Context: an optimization exercise on an open-source flow, tuned for small area, a short achievable clock period and few clock cycles per item. The choices shown serve that exercise and are no tape-out recipe.
The RTL was checked by simulation tests, not by an equivalence proof against the original design.

== willow ==
Design fir_mac_seq, start of the top module:
module fir_mac_seq #(
  parameter int DW    = 16,
  parameter int CW    = 16,
  parameter int TAPS  = 8,
  parameter int SHIFT = 15
) (
  input  logic                      clk,
  input  logic                      reset,
  input  logic                      in_valid,
  output logic                      in_ready,
  input  logic [DW-1:0]             x_in,
  input  logic                      mode,
  input  logic                      coef_we,
  input  logic                      coef_sel,
  input  logic [$clog2(TAPS)-1:0]   coef_addr,
  input  logic [CW-1:0]             coef_data,
  output logic                      coef_err,
  output logic                      out_valid,
  input  logic                      out_ready,
  output logic [DW-1:0]             y_out,
  output logic                      out_sat
);
  logic [23:0] dly  [8];
  logic [15:0] cf0  [8];
  logic [15:0] cf1  [8];
  logic [7:0]  dv;             
  logic [7:0]  cv0, cv1;       
  logic [7:0]  sl0, sl1;       
  logic        accept;
  logic        rdy, busy, err;    
  logic [2:0]  owed;           
  logic [3:0]  pv;           
  logic [7:0]  dvn;
  assign accept   = in_valid & rdy;
  assign dvn      = accept ? {dv[6:0], 1'b1} : dv;
  assign rdy      = owed < 3'(6);    
  assign in_ready = ~busy;
  assign coef_err = err;
  always_ff @(posedge clk) begin
    if (accept) begin
      dly[0] <= xenc;
      for (int k = 1; k < 8; k++) dly[k] <= dly[k-1];
    end
    if (coef_we && rdy && !coef_sel) cf0[coef_addr] <= coef_data;
    if (coef_we && rdy &&  coef_sel) cf1[coef_addr] <= coef_data;
    for (int k = 0; k < 8; k++) begin
  ...
For scale: ~5100 cells after synthesis, about 990 flip-flops, ~0.072 sq mm of cells after synthesis.
Settings: LEC_CHECK=0, CAP_MARGIN=20, CORE_MARGIN=2, CORE_UTILIZATION=65, SLEW_MARGIN=20, SYNTH_HIERARCHICAL=1, SYNTH_MINIMUM_KEEP_SIZE=0; clock period 11.0 ns.
standard.sh (not shown) runs the stock make flow with config.mk's settings and CLKGATE_MAP_FILE= SYNTH_SCRIPT=/design/flow/synth_recipe.tcl, a recipe that flattens the netlist after the stock synthesis.
==> flow/flow/run.sh <==
#!/bin/bash
set -euo pipefail
knobs='SETUP_SLACK_MARGIN=7.5 "BUFFER_PORTS_ARGS=-buffer_cell sky130_fd_sc_hd__buf_2" "CTS_ARGS=-sink_clustering_enable -repair_clock_nets -dont_use_dummy_load"'
sed "s|\"\${@:-finish}\"|$knobs \"\${@:-finish}\"|" standard.sh > standard_tuned.sh
grep -q 'SETUP_SLACK_MARGIN=7.5' standard_tuned.sh
bash standard_tuned.sh finish > flow.log 2>&1
willow: PASS, flow complete, no timing, DRC or antenna violations
Testbench counts of willow, summed over its fixed seeds: cycles 2,088, items 2,048.
Input changes introduced in ember (baseline for comparison: willow):
- swapping 65 for 60 in CORE_UTILIZATION
==> flow/flow/run.sh <==
#!/bin/bash
set -euo pipefail
knobs='SETUP_SLACK_MARGIN=7.3 "BUFFER_PORTS_ARGS=-buffer_cell sky130_fd_sc_hd__buf_2" "CTS_ARGS=-sink_clustering_enable -repair_clock_nets -dont_use_dummy_load"'
sed "s|\"\${@:-finish}\"|$knobs \"\${@:-finish}\"|" standard.sh > standard_tuned.sh
grep -q 'SETUP_SLACK_MARGIN=7.3' standard_tuned.sh
bash standard_tuned.sh finish > flow.log 2>&1
Results
willow has a higher via count than ember. The lower final worst setup slack came out of willow. Comparing ember against willow, there is no change at all in count of mapped cells out of synthesis.

fir_mac_seq, a different RTL version from the one above (not shown whole).
For scale: roughly 73000 sq um of cells after synthesis.
==> flow/config.mk <==
export PLATFORM = sky130hd
export DESIGN_NAME = fir_mac_seq
export DESIGN_NICKNAME = fir_mac_seq
export VERILOG_FILES = /design/flow/design.v
export SDC_FILE = /design/flow/constraint.sdc
export NUM_CORES = 4
export LEC_CHECK = 0
export CAP_MARGIN = 20
export CORE_MARGIN = 2
export CORE_UTILIZATION = 60
export SLEW_MARGIN = 20
export SYNTH_HIERARCHICAL = 1
export SYNTH_MINIMUM_KEEP_SIZE = 0
==> flow/constraint.sdc <==
create_clock -name core_clock -period 11.0 [get_ports {clk}]
set_input_delay 2.2000 -clock core_clock [delete_from_list [all_inputs] [get_ports {clk}]]
set_output_delay 2.2000 -clock core_clock [all_outputs]
set_load 0.01 [all_outputs]
==> flow/flow/run.sh <==
#!/bin/bash
set -euo pipefail
knobs='SETUP_SLACK_MARGIN=7.3 "BUFFER_PORTS_ARGS=-buffer_cell sky130_fd_sc_hd__buf_2" "CTS_ARGS=-sink_clustering_enable -repair_clock_nets -dont_use_dummy_load"'
sed "s|\"\${@:-finish}\"|$knobs \"\${@:-finish}\"|" standard.sh > standard_tuned.sh
grep -q 'SETUP_SLACK_MARGIN=7.3' standard_tuned.sh
bash standard_tuned.sh finish > flow.log 2>&1
The baseline ran to the end with no violations.
Testbench counts at the start, summed over its fixed seeds: cycles 2,088, items 2,048.
==> next run, changes <==
==> flow/flow/run.sh (replaced) <==
#!/bin/bash
set -euo pipefail
knobs='SETUP_SLACK_MARGIN=7.0 "BUFFER_PORTS_ARGS=-buffer_cell sky130_fd_sc_hd__buf_2" "CTS_ARGS=-sink_clustering_enable -repair_clock_nets -dont_use_dummy_load"'
sed "s|\"\${@:-finish}\"|$knobs \"\${@:-finish}\"|" standard.sh > standard_tuned.sh
grep -q 'SETUP_SLACK_MARGIN=7.0' standard_tuned.sh
bash standard_tuned.sh finish > flow.log 2>&1
--- a/flow/config.mk
+++ b/flow/config.mk
@@ -10 +10 @@
-export CORE_UTILIZATION = 60
+export CORE_UTILIZATION = 55
The changed run passed the timing, DRC and antenna checks.
Core utilization decreases by 6.4 points.
First-iteration DRC count decreases by 14%.
Setup slack loses 270 ps.
Via count decreases by 1.8%.
Clock-buffer cell count decreases by 1.

== rev 12 ==
fir_mac_seq with an RTL version that a note above also has.
For scale: roughly 5100 cells after synthesis, ~990 flip-flops, about 62 I/O pins, about 0.072 sq mm of cells after synthesis.
export LEC_CHECK = 0
export CAP_MARGIN = 20
export CORE_MARGIN = 2
export CORE_UTILIZATION = 55
export SLEW_MARGIN = 20
export SYNTH_HIERARCHICAL = 1
export SYNTH_MINIMUM_KEEP_SIZE = 0
create_clock -name core_clock -period 11.0 [get_ports {clk}]
==> flow/flow/run.sh <==
#!/bin/bash
set -euo pipefail
knobs='SETUP_SLACK_MARGIN=7.5 "BUFFER_PORTS_ARGS=-buffer_cell sky130_fd_sc_hd__buf_2" "CTS_ARGS=-sink_clustering_enable -repair_clock_nets -dont_use_dummy_load"'
sed "s|\"\${@:-finish}\"|$knobs \"\${@:-finish}\"|" standard.sh > standard_tuned.sh
grep -q 'SETUP_SLACK_MARGIN=7.5' standard_tuned.sh
bash standard_tuned.sh finish > flow.log 2>&1
Rev 12 | status: complete | timing, DRC, antenna: pass
Testbench counts of rev 12, summed over its fixed seeds: cycles 2,088, items 2,048.
--- input diff rev 12..rev 13 ---
==> flow/flow/run.sh <==
#!/bin/bash
set -euo pipefail
knobs='SETUP_SLACK_MARGIN=7.2 "BUFFER_PORTS_ARGS=-buffer_cell sky130_fd_sc_hd__buf_2" "CTS_ARGS=-sink_clustering_enable -repair_clock_nets -dont_use_dummy_load"'
sed "s|\"\${@:-finish}\"|$knobs \"\${@:-finish}\"|" standard.sh > standard_tuned.sh
grep -q 'SETUP_SLACK_MARGIN=7.2' standard_tuned.sh
bash standard_tuned.sh finish > flow.log 2>&1
Rev 13 | status: complete | timing, DRC, antenna: pass. Rev 13 ended with less final-layout clock buffer total than rev 12. On final cell utilization of the core: between rev 12 and rev 13, it ends up lower for rev 13. Number of instances in the placed design essentially unchanged between rev 12 and rev 13. Compared with rev 12, in rev 13 share of the clock period used by the worst path comparable, global-route wire length before repair now smaller. STATUS post-route cell area: rev 13 wins against rev 12. On average wire per cell in the routed design: between rev 12 and rev 13, it ends up higher for rev 12.

-- port drivers added, routing unchanged --
Ports are ideal in the flow. The routed layouts listed here were re-timed in OpenROAD. Step 1, drivers: a clkbuf_16 drives clk and a buf_2 each remaining input, both assumed. Step 2 adds t to the input delays and takes it off the output delays; t is the mean of the earliest and latest rising clock arrival at the registers after step 1. Input paths then give back, and output paths get back, about the clock's delay inside the block. Three values: no drivers, after step 1, after step 2; two values: the first two.
run | t (ns) | setup WS [ns] | worst setup path at the end | clock arrival spread, ns | worst slew at a driven data input, ns
willow | 0.779 | 6.974 / 6.974 / 6.793 | input to register | 0.094 / 0.095 | 0.06
ember | 0.781 | 7.234 / 7.234 / 6.651 | input to register | 0.094 / 0.094 | 0.03
the first run of note 2 | 0.791 | 7.247 / 7.247 / 6.554 | input to register | 0.077 / 0.077 | 0.08
the second run of note 2 | 0.811 | 6.973 / 6.973 / 6.323 | input to register | 0.101 / 0.101 | 0.05
rev 12 | 0.800 | 7.183 / 7.183 / 6.798 | input to register | 0.129 / 0.129 | 0.03
rev 13 | 0.806 | 7.195 / 7.195 / 6.610 | input to register | 0.106 / 0.106 | 0.04
After both steps every run listed still meets setup and hold. The setup slack of the first run of note 2, which loses most, moves by 0.000 ns with the drivers and by -0.693 ns with both steps.
